What follows belongs to an exercise in optimizing a design on an open flow for small area, a short achievable clock period and few clock cycles per item; a production flow would make more cautious choices. Function was checked by simulation only, so behaviour that the tests miss may differ from the original. No activity file was given, so power comes from the tool's default toggle rates.

==> flow/design.v <==
`timescale 1ns/1ps
`default_nettype none
package cpu_pkg;
    localparam int data_width = 32;
    localparam int w_oper     = 3;
    localparam int w_func     = 5;
    localparam int md_cycles  = 32;    
    localparam logic [w_oper-1:0] oper_alus = 3'd0;
    localparam logic [w_oper-1:0] oper_aluu = 3'd1;
    localparam logic [w_oper-1:0] oper_mfhi = 3'd2;
    localparam logic [w_oper-1:0] oper_mflo = 3'd3;
    localparam logic [w_oper-1:0] oper_mthi = 3'd4;
    localparam logic [w_oper-1:0] oper_mtlo = 3'd5;
    localparam logic [w_oper-1:0] oper_mfc0 = 3'd6;
    localparam logic [w_func-1:0] func_none = 5'd0;
    localparam logic [w_func-1:0] func_and  = 5'd1;
    localparam logic [w_func-1:0] func_or   = 5'd2;
    localparam logic [w_func-1:0] func_xor  = 5'd3;
    localparam logic [w_func-1:0] func_nor  = 5'd4;
    localparam logic [w_func-1:0] func_lui  = 5'd5;
    localparam logic [w_func-1:0] func_sll  = 5'd6;
    localparam logic [w_func-1:0] func_srl  = 5'd7;
    localparam logic [w_func-1:0] func_sra  = 5'd8;
    localparam logic [w_func-1:0] func_add  = 5'd9;
    localparam logic [w_func-1:0] func_sub  = 5'd10;
    localparam logic [w_func-1:0] func_slt  = 5'd11;
    localparam logic [w_func-1:0] func_mul  = 5'd12;
    localparam logic [w_func-1:0] func_div  = 5'd13;
    localparam logic [4:0] cp0_badvaddr = 5'd8;
    localparam logic [4:0] cp0_count    = 5'd9;
    localparam logic [4:0] cp0_compare  = 5'd11;
    localparam logic [4:0] cp0_status   = 5'd12;
    localparam logic [4:0] cp0_cause    = 5'd13;
    localparam logic [4:0] cp0_epc      = 5'd14;
endpackage
`default_nettype wire
`timescale 1ns/1ps
`default_nettype none
import cpu_pkg::*;
module sglalu (
    input  logic [w_oper-1:0]     oper,
    input  logic [w_func-1:0]     func,
    input  logic [data_width-1:0] cp0_rt_data,
    output logic [data_width-1:0] cp0_rd_data,
    input  logic [data_width-1:0] source_a,
    input  logic [data_width-1:0] source_b,
    output logic [data_width-1:0] result,
    output logic                  mulalu_sign,
    output logic [w_func-1:0]     mulalu_func,
    input  logic [data_width-1:0] hi,
    output logic                  hi_write,
    output logic [data_width-1:0] hi_write_data,
    input  logic [data_width-1:0] lo,
    output logic                  lo_write,
    output logic [data_width-1:0] lo_write_data,
    output logic                  ov
);
    logic [data_width-1:0] add_result;
    logic [data_width-1:0] sub_result;
    logic [4:0]            shamt;
    logic                  less;
    logic                  add_ovf;
    logic                  sub_ovf;
    logic                  is_md;
    assign add_result = source_a + source_b;
    assign sub_result = source_a - source_b;
    assign shamt      = source_b[4:0];    
    assign less = (oper == oper_alus) ? ($signed(source_a) < $signed(source_b)) :
                                        (source_a < source_b);
    assign add_ovf = (source_a[data_width-1] == source_b[data_width-1]) &&
                     (add_result[data_width-1] != source_a[data_width-1]);
    assign sub_ovf = (source_a[data_width-1] != source_b[data_width-1]) &&
                     (sub_result[data_width-1] != source_a[data_width-1]);
    assign ov = (oper == oper_alus) &&
                (((func == func_add) && add_ovf) || ((func == func_sub) && sub_ovf));
    assign cp0_rd_data = source_b;
    assign is_md       = (func == func_mul) || (func == func_div);
    assign mulalu_func = is_md ? func : func_none;
    assign mulalu_sign = is_md && (oper != oper_aluu);
    assign hi_write      = (oper == oper_mthi);
    assign hi_write_data = source_a;
    assign lo_write      = (oper == oper_mtlo);
    assign lo_write_data = source_a;
    always_comb begin
        case (func)
            func_and: begin
                case (oper)
                    oper_mfhi: result = hi;
                    oper_mflo: result = lo;
                    oper_mfc0: result = cp0_rt_data;
                    default:   result = source_a & source_b;
                endcase
            end
            func_or:  result = source_a | source_b;
            func_xor: result = source_a ^ source_b;
            func_nor: result = ~(source_a | source_b);
            func_lui: result = {source_b[15:0], 16'h0000};
            func_sll: result = source_a << shamt;
            func_srl: result = source_a >> shamt;
            func_sra: result = $signed(source_a) >>> shamt;    
            func_add: result = add_result;
            func_sub: result = sub_result;
            func_slt: result = {{(data_width-1){1'b0}}, less};
            default:  result = '0;
        endcase
    end
endmodule
`default_nettype wire
`timescale 1ns/1ps
`default_nettype none
import cpu_pkg::*;
module mulalu (
    input  logic                  clk,
    input  logic                  reset,
    input  logic [w_func-1:0]     mulalu_func,
    input  logic                  mulalu_sign,
    input  logic [data_width-1:0] source_a,
    input  logic [data_width-1:0] source_b,
    output logic                  busy,
    output logic                  done,
    output logic [data_width-1:0] md_hi,
    output logic [data_width-1:0] md_lo
);
    logic                         start;
    logic                         a_neg;
    logic                         b_neg;
    logic [data_width-1:0]        a_mag;
    logic [data_width-1:0]        b_mag_in;
    logic [$clog2(md_cycles)-1:0] step;
    logic                  is_div;
    logic                  neg_q;
    logic                  neg_r;
    logic [data_width-1:0] b_mag;
    logic [data_width-1:0] acc_hi;
    logic [data_width-1:0] acc_lo;
    logic [data_width:0]     mul_sum;
    logic [data_width:0]     div_shift;
    logic [data_width+1:0]   div_diff;
    logic [2*data_width-1:0] prod;
    assign start = (mulalu_func != func_none) && !busy;
    assign a_neg    = mulalu_sign & source_a[data_width-1];
    assign b_neg    = mulalu_sign & source_b[data_width-1];
    assign a_mag    = a_neg ? -source_a : source_a;
    assign b_mag_in = b_neg ? -source_b : source_b;
    assign mul_sum = {1'b0, acc_hi} + (acc_lo[0] ? {1'b0, b_mag} : '0);
    assign div_shift = {acc_hi, acc_lo[data_width-1]};
    assign div_diff  = {1'b0, div_shift} - {2'b00, b_mag};
    always_ff @(posedge clk) begin
        if (reset) begin
            busy <= 1'b0;
            done <= 1'b0;
            step <= '0;
        end else begin
            done <= 1'b0;
            if (start) begin
                busy <= 1'b1;
                step <= '0;
            end else if (busy) begin
                step <= step + 1'b1;
                if (int'(step) == md_cycles - 1) begin
                    busy <= 1'b0;
                    done <= 1'b1;    
                end
            end
        end
    end
    always_ff @(posedge clk) begin
        if (start) begin
            is_div <= (mulalu_func == func_div);
            neg_q  <= a_neg ^ b_neg;
            neg_r  <= a_neg;    
            b_mag  <= b_mag_in;
            acc_hi <= '0;
            acc_lo <= a_mag;
        end else if (busy) begin
            if (is_div) begin
                if (div_diff[data_width+1]) begin
                    acc_hi <= div_shift[data_width-1:0];    
                end else begin
                    acc_hi <= div_diff[data_width-1:0];
                end
                acc_lo <= {acc_lo[data_width-2:0], ~div_diff[data_width+1]};
            end else begin
                acc_hi <= mul_sum[data_width:1];
                acc_lo <= {mul_sum[0], acc_lo[data_width-1:1]};
            end
        end
    end
    assign prod = {acc_hi, acc_lo};
    always_comb begin
        if (is_div) begin
            md_lo = neg_q ? -acc_lo : acc_lo;
            md_hi = neg_r ? -acc_hi : acc_hi;
        end else begin
            {md_hi, md_lo} = neg_q ? -prod : prod;    
        end
    end
endmodule
`default_nettype wire
`timescale 1ns/1ps
`default_nettype none
import cpu_pkg::*;
module hilo_regs (
    input  logic                  clk,
    input  logic                  reset,
    input  logic                  hi_write,
    input  logic [data_width-1:0] hi_write_data,
    input  logic                  lo_write,
    input  logic [data_width-1:0] lo_write_data,
    input  logic                  done,
    input  logic [data_width-1:0] md_hi,
    input  logic [data_width-1:0] md_lo,
    output logic [data_width-1:0] hi,
    output logic [data_width-1:0] lo
);
    always_ff @(posedge clk) begin
        if (reset) begin
            hi <= '0;
            lo <= '0;
        end else if (done) begin
            hi <= md_hi;
            lo <= md_lo;
        end else begin
            if (hi_write) begin
                hi <= hi_write_data;
            end
            if (lo_write) begin
                lo <= lo_write_data;
            end
        end
    end
endmodule
`default_nettype wire
`timescale 1ns/1ps
`default_nettype none
import cpu_pkg::*;
module cp0_regs (
    input  logic                  clk,
    input  logic                  reset,
    input  logic                  cp0_write,
    input  logic [4:0]            cp0_addr,
    input  logic [data_width-1:0] cp0_rd_data,
    output logic [data_width-1:0] cp0_rt_data,
    output logic                  timer_irq
);
    logic [data_width-1:0] count;
    logic [data_width-1:0] compare;
    logic [data_width-1:0] status;
    logic [data_width-1:0] cause;
    logic [data_width-1:0] epc;
    logic                  half_tick;
    logic                  match;
    assign match     = (count == compare) && (compare != '0);
    assign timer_irq = cause[15];    
    always_ff @(posedge clk) begin
        if (reset) begin
            count     <= '0;
            compare   <= '0;
            status    <= '0;
            cause     <= '0;
            epc       <= '0;
            half_tick <= 1'b0;
        end else begin
            half_tick <= ~half_tick;
            if (cp0_write && cp0_addr == cp0_count) begin
                count <= cp0_rd_data;
            end else if (half_tick) begin
                count <= count + 1'b1;    
            end
            if (cp0_write && cp0_addr == cp0_status) begin
                status <= cp0_rd_data;
            end
            if (cp0_write && cp0_addr == cp0_epc) begin
                epc <= cp0_rd_data;
            end
            if (cp0_write && cp0_addr == cp0_compare) begin
                compare   <= cp0_rd_data;
                cause[15] <= 1'b0;    
            end else if (match) begin
                cause[15] <= 1'b1;
            end
        end
    end
    always_comb begin
        case (cp0_addr)
            cp0_count:    cp0_rt_data = count;
            cp0_compare:  cp0_rt_data = compare;
            cp0_status:   cp0_rt_data = status;
            cp0_cause:    cp0_rt_data = cause;
            cp0_epc:      cp0_rt_data = epc;
            default:      cp0_rt_data = '0;    
        endcase
    end
endmodule
`default_nettype wire
`timescale 1ns/1ps
`default_nettype none
import cpu_pkg::*;
module exec_stage (
    input  logic                  clk,
    input  logic                  reset,
    input  logic [w_oper-1:0]     oper,
    input  logic [w_func-1:0]     func,
    input  logic [data_width-1:0] source_a,
    input  logic [data_width-1:0] source_b,
    input  logic [4:0]            cp0_addr,
    input  logic                  cp0_write,
    output logic [data_width-1:0] result,
    output logic                  ov,
    output logic                  busy,
    output logic                  timer_irq
);
    logic [data_width-1:0] cp0_rt_data;
    logic [data_width-1:0] cp0_rd_data;
    logic [w_func-1:0]     mulalu_func;
    logic                  mulalu_sign;
    logic [data_width-1:0] hi;
    logic [data_width-1:0] lo;
    logic                  hi_write;
    logic [data_width-1:0] hi_write_data;
    logic                  lo_write;
    logic [data_width-1:0] lo_write_data;
    logic                  done;
    logic                  md_busy;
    logic [data_width-1:0] md_hi;
    logic [data_width-1:0] md_lo;
    sglalu u_sglalu (
        .oper          (oper),
        .func          (func),
        .cp0_rt_data   (cp0_rt_data),
        .cp0_rd_data   (cp0_rd_data),
        .source_a      (source_a),
        .source_b      (source_b),
        .result        (result),
        .mulalu_sign   (mulalu_sign),
        .mulalu_func   (mulalu_func),
        .hi            (hi),
        .hi_write      (hi_write),
        .hi_write_data (hi_write_data),
        .lo            (lo),
        .lo_write      (lo_write),
        .lo_write_data (lo_write_data),
        .ov            (ov)
    );
    mulalu u_mulalu (
        .clk         (clk),
        .reset       (reset),
        .mulalu_func (mulalu_func),
        .mulalu_sign (mulalu_sign),
        .source_a    (source_a),
        .source_b    (source_b),
        .busy        (md_busy),
        .done        (done),
        .md_hi       (md_hi),
        .md_lo       (md_lo)
    );
    assign busy = md_busy | done;
    hilo_regs u_hilo_regs (
        .clk           (clk),
        .reset         (reset),
        .hi_write      (hi_write),
        .hi_write_data (hi_write_data),
        .lo_write      (lo_write),
        .lo_write_data (lo_write_data),
        .done          (done),
        .md_hi         (md_hi),
        .md_lo         (md_lo),
        .hi            (hi),
        .lo            (lo)
    );
    cp0_regs u_cp0_regs (
        .clk         (clk),
        .reset       (reset),
        .cp0_write   (cp0_write),
        .cp0_addr    (cp0_addr),
        .cp0_rd_data (cp0_rd_data),
        .cp0_rt_data (cp0_rt_data),
        .timer_irq   (timer_irq)
    );
endmodule
`default_nettype wire
==> flow/run.sh <==
#!/bin/bash
# synth_recipe.tcl (not shown) runs the flow's synth.tcl, then flattens the netlist and writes it again
# the make line also repeats each setting of config.mk as NAME=value (left out here)
make -C /OpenROAD-flow-scripts/flow DESIGN_CONFIG=/design/flow/config.mk WORK_HOME=/design/flow/orfs CLKGATE_MAP_FILE= SYNTH_SCRIPT=/design/flow/synth_recipe.tcl finish
==> flow/config.mk <==
export PLATFORM = sky130hd
export DESIGN_NAME = exec_stage
export DESIGN_NICKNAME = exec_stage
export VERILOG_FILES = /design/flow/design.v
export SDC_FILE = /design/flow/constraint.sdc
export NUM_CORES = 4
export LEC_CHECK = 0
export CAP_MARGIN = 20
export CORE_MARGIN = 2
export CORE_UTILIZATION = 40
export SLEW_MARGIN = 20
==> flow/constraint.sdc <==
create_clock -name core_clock -period 7.0 [get_ports {clk}]
set_input_delay 1.4000 -clock core_clock [delete_from_list [all_inputs] [get_ports {clk}]]
set_output_delay 1.4000 -clock core_clock [all_outputs]
set_load 0.01 [all_outputs]
==> summary.txt <==
Logic synthesis
  • Mux share of post-synthesis cell area: 0.0800
  • Top cells by count, synth: nand2_1, nor2_1, a21oi_1
  • Simple-gate portion of the synthesized area: 0.201
  • Post-synth EDFFs: 67
  • Dominant synthesized flop cell: dfxtp_1
  • Async S/R FF share, synth: 0
  • Most area-consuming cells after synthesis: dfxtp_1, ha_1, edfxtp_1
  • Synthesized-area fraction occupied by adder cells: 0.0753
  • Most common cell in the netlist: nand2_1
  • Post-synthesis cell type count: 102
  • Top cell type by total area after synthesis: dfxtp_1
  • Largest family of logic cells by synthesized area: compound AO/OA/AOI/OAI gates
  • Compound-cell area share of the yosys netlist: 0.285
  • Yosys reg bits: 300
  • Part of the Yosys area used for sequential elements: 0.225
  • Post-synth top area share: 0.157
  • Cells after synthesis: 3953
  • Post-Synth XOR/XNOR Area: 0.0697
  • Yosys warning count: 4
  • Cell Area, Synth: 29700 sq um
  • Syn Area/Cell: 7.50 sq um
  • Synthesized net count: ~4200

Route
  • Final wirelength: 147 mm
  • Via Count: 32800
  • DR pass1 iterations: 10
  • Drt via density: 6.52
  • DRC: 0
  • Post-DRT Antenna Nets: 0
  • Starting DRT DRC Count: 4956
  • Wirelength per Cell: 29.2 um

Worst hold path
  • Hold Crit Class: register to register
  • Hold_sp: u_cp0_regs.epc[31]$_SDFFE_PP0P_
  • WHS Path Cells: 2
  • Hold EP: u_cp0_regs.epc[31]$_SDFFE_PP0P_

STA
  • Fin crit period: between 6 and 7 ns
  • RSZ-0062 raised after global routing: no
  • Worst-Margin Slew: 1.02 ns
  • Final hold violation count: 0
  • Clk_skew: 0.0193 ns
  • Max transition margin: 0.317
  • Final Max Slew Viols: 0
  • Period utilisation layout: 0.989
  • Post-route setup TNS: 0 ns
  • Setup violators final: 0
  • Maximum clock frequency: 0.145 GHz
  • Final Worst Setup Slack: 0.0801 ns

Floorplanning
  • Die height: roughly 280 um
  • # IOs: approximately 120
  • Placeable Area: roughly 73000 sq um
  • Row cnt: between 90 and 100
  • Die area: 76300 sq um
  • Starting Density: 0.405
  • Die extent in x: 276 um

Cells and area
  • Area growth syn-to-layout: 14.8%
  • Layout Cells excl Fill: 5033
  • Fin nets: ~4300
  • Layout cells sized above 1: 0.121

Global route
  • Vias in the first global route: 30000
  • Initial antenna violation count: 6
  • First-pass GRT wire length: 210 mm
  • Total GRT Usage: 0.367
  • Largest net degree at the start of global routing: 83
  • Grt ovf: 0

Clocking
  • Root Buffer: clkbuf_16
  • Sink Count: 300
  • Post-CTS Setup Inserts: 0
  • Clock-pin slew on the worst setup and hold paths: 0.06 ns
  • CTS tree: yes
  • Htree depth: 2
  • Num CTS Buffers: 37
  • Worst-Skew Late Latency: 0.56 ns
  • CTS max path bufs: 3

Job
  • Max-cap violation count: 0

Worst setup path
  • Worst Path Arrival: 5.52 ns
  • Critical Path Start Type: primary input
  • Worst reg2reg path depth: 12
  • CP Class: primary input to output pin
  • Delay of the slowest critical-path stage: ~0.66 ns
  • R2R Path End: u_mulalu.acc_hi[27]$_SDFFE_PP0P_
  • Reg-to-reg critical path startpoint: u_mulalu.acc_lo[0]$_DFFE_PP_
  • Critical Path End Type: output pin
  • CP cell instances: clkdlybuf4s50_1 -> inv_1 -> ha_1 -> or4_1 -> a211oi_1 -> a21oi_1 -> a211oi_1 -> or4_1 -> a21oi_1 -> nor2b_1 -> o31ai_1 -> o32ai_2 -> buf_4 -> clkdlybuf4s50_1
  • Setup slack, reg-to-reg: 2.42 ns
  • Crit Path Max Fanout: 7
  • Worst EP required: 5.60 ns
  • Critical path's slowest cell: clkdlybuf4s50_1

Pwr
  • Total power: 7.44 mW
  • Peak VDD IR: 0.158 mV
  • Cell Pwr Density: 219 nW/um^2
  • Leak: 13.4 nW

Outcome
  • Outcome: complete, no violations

Placed design
  • # port buffers: about 110
  • Placer Congestion: 1.05
  • Dpl ws: between 0.1 and 0.15 ns
  • Dpl hpwl: 113 mm
  • Placed cell count: 4967
## power by group
part,switching (mW),internal (mW),leakage (nW)
Clock,0.816,1.14,0.596
Combinational,2.03,1.28,10.3
Sequential,0.278,1.89,2.50
Total,3.13,4.31,13.4
## sequential cells by signal, summed over array words and instances (netlist names)
register,flops
u_mulalu.is_div,1
u_cp0_regs.compare,32
u_cp0_regs.status,32
u_mulalu.neg_r,1
u_cp0_regs.epc,32
u_cp0_regs.cause,1
u_mulalu.step,5
u_mulalu.b_mag,32
u_mulalu.neg_q,1
u_hilo_regs.hi,32
u_mulalu.acc_hi,32
u_hilo_regs.lo,32
u_cp0_regs.half_tick,1
u_mulalu.done,1
u_cp0_regs.count,32
u_mulalu.busy,1
u_mulalu.acc_lo,32
## cells by family (layout without fill, tap and decap cells)
family | after synthesis | after routing
and+or+nand+nor | 1311 | 1311
AOI/OAI and AO/OA | 1257 | 1257
buffers and inverters | 486 | 606
DFF | 300 | 300
xor gates and xnor gates | 236 | 236
muxes | 187 | 187
adders and majority gates | 176 | 176
other | 0 | 1
## worst max-delay path, delay by kind of cell
kind | cells | cell delay [ns]
buffers and inverters | 4 | 1.50
AO/OA/AOI/OAI | 6 | 1.21
AND/OR/NAND/NOR | 3 | 0.96
adder cells (fa/ha/maj) | 1 | 0.43
## stage by stage
stage | hold slack (ns) | util | area [sq um]
floorplan | 0.428 | - | 29700
global route | 0.468 | 0.465 | 34000
detailed placement | 0.446 | 0.448 | 32800
finish | 0.450 | 0.465 | 34000
CTS | 0.454 | 0.465 | 34000
global placement | 0.439 | 0.448 | 32800
## cells in the final DEF (no fill, tap or decap), drive strengths merged, types with 41 or more instances in the layout
cell / synthesis / layout
o21ai: 258 / 258
ha: 172 / 172
o22ai: 44 / 44
dfxtp: 233 / 233
xor2: 103 / 103
mux2: 58 / 58
nand2: 462 / 462
nor2: 399 / 399
clkbuf: 265 / 48
nor3: 88 / 88
a211oi: 70 / 70
mux2i: 96 / 96
xnor2: 133 / 133
clkdlybuf4s50: 0 / 105
nor4: 42 / 42
a21oi: 352 / 352
a221oi: 41 / 41
edfxtp: 67 / 67
nand3: 83 / 83
a222oi: 94 / 94
inv: 164 / 166
buf: 53 / 268
## worst max path at each step
stage           startpoint         end  slack, ns  depth (start not counted)
2_1_floorplan  source_b[2]  result[22]       0.74                         16
3_3_place_gp   source_b[5]  result[25]       0.08                         14
4_1_cts        source_b[5]  result[25]       0.08                         14
3_5_place_dp   source_b[9]  result[25]       0.11                         14
5_1_grt        source_b[9]  result[25]      0.005                         14
6_report       source_b[9]  result[25]       0.08                         14
## layer usage
| layer | track usage | vias up | wire (um) |
|---|---|---|---|
| li1 | - | 14800 | - |
| met1 | 0.498 | 15700 | 60700 |
| met2 | 0.532 | 1982 | 60000 |
| met3 | 0.0869 | 377 | 16600 |
| met4 | 0.204 | 4 | 9570 |
| met5 | 0 | - | 27 |
## area by class of cell
cell class,count,area (sq um)
clock inverter,17,163
inverter,168,631
clock buffer,48,1060
fill,7476,39200
sequential,300,6680
tap,959,1200
antenna,1,2.50
timing repair buffer,373,3110
multi-input combinational,3167,21200
## what timing repair did
item / 4_1_cts / 5_1_grt
gates resized for setup: 0 / 5
hold buffers: 0 / 0
setup endpoints to repair: 0 / 7
Testbench counts, summed over its fixed seeds: cycles 38,993, instructions 12,000.

-- afterwards: timing with drivers on the ports --
How much do the figures lean on ideal ports? The routed layout below was timed once more, with nothing changed but the port constraints.
Step 1 assumes that a clkbuf_16 drives the clock port and a buf_2 every other input.
Step 2 times the ports against the registers' clock, not the clock port: input delays grow and output delays shrink by t, the midpoint of the rising clock arrivals with the driver on.
Slacks: ideal / step 1 / step 2; pairs: ideal / step 1.
shift t [ns]: 0.619
setup WS [ns]: 0.080 / 0.044 / 0.044
worst setup path at the end: input to output
slew at the worst register clock pin (ns): 0.07 / 0.07
worst data-port slew with drivers (ns): 0.10
After both steps this run still meets setup and hold. For this run, drivers alone change the setup slack by -0.036 ns; drivers and shift together by -0.036 ns.
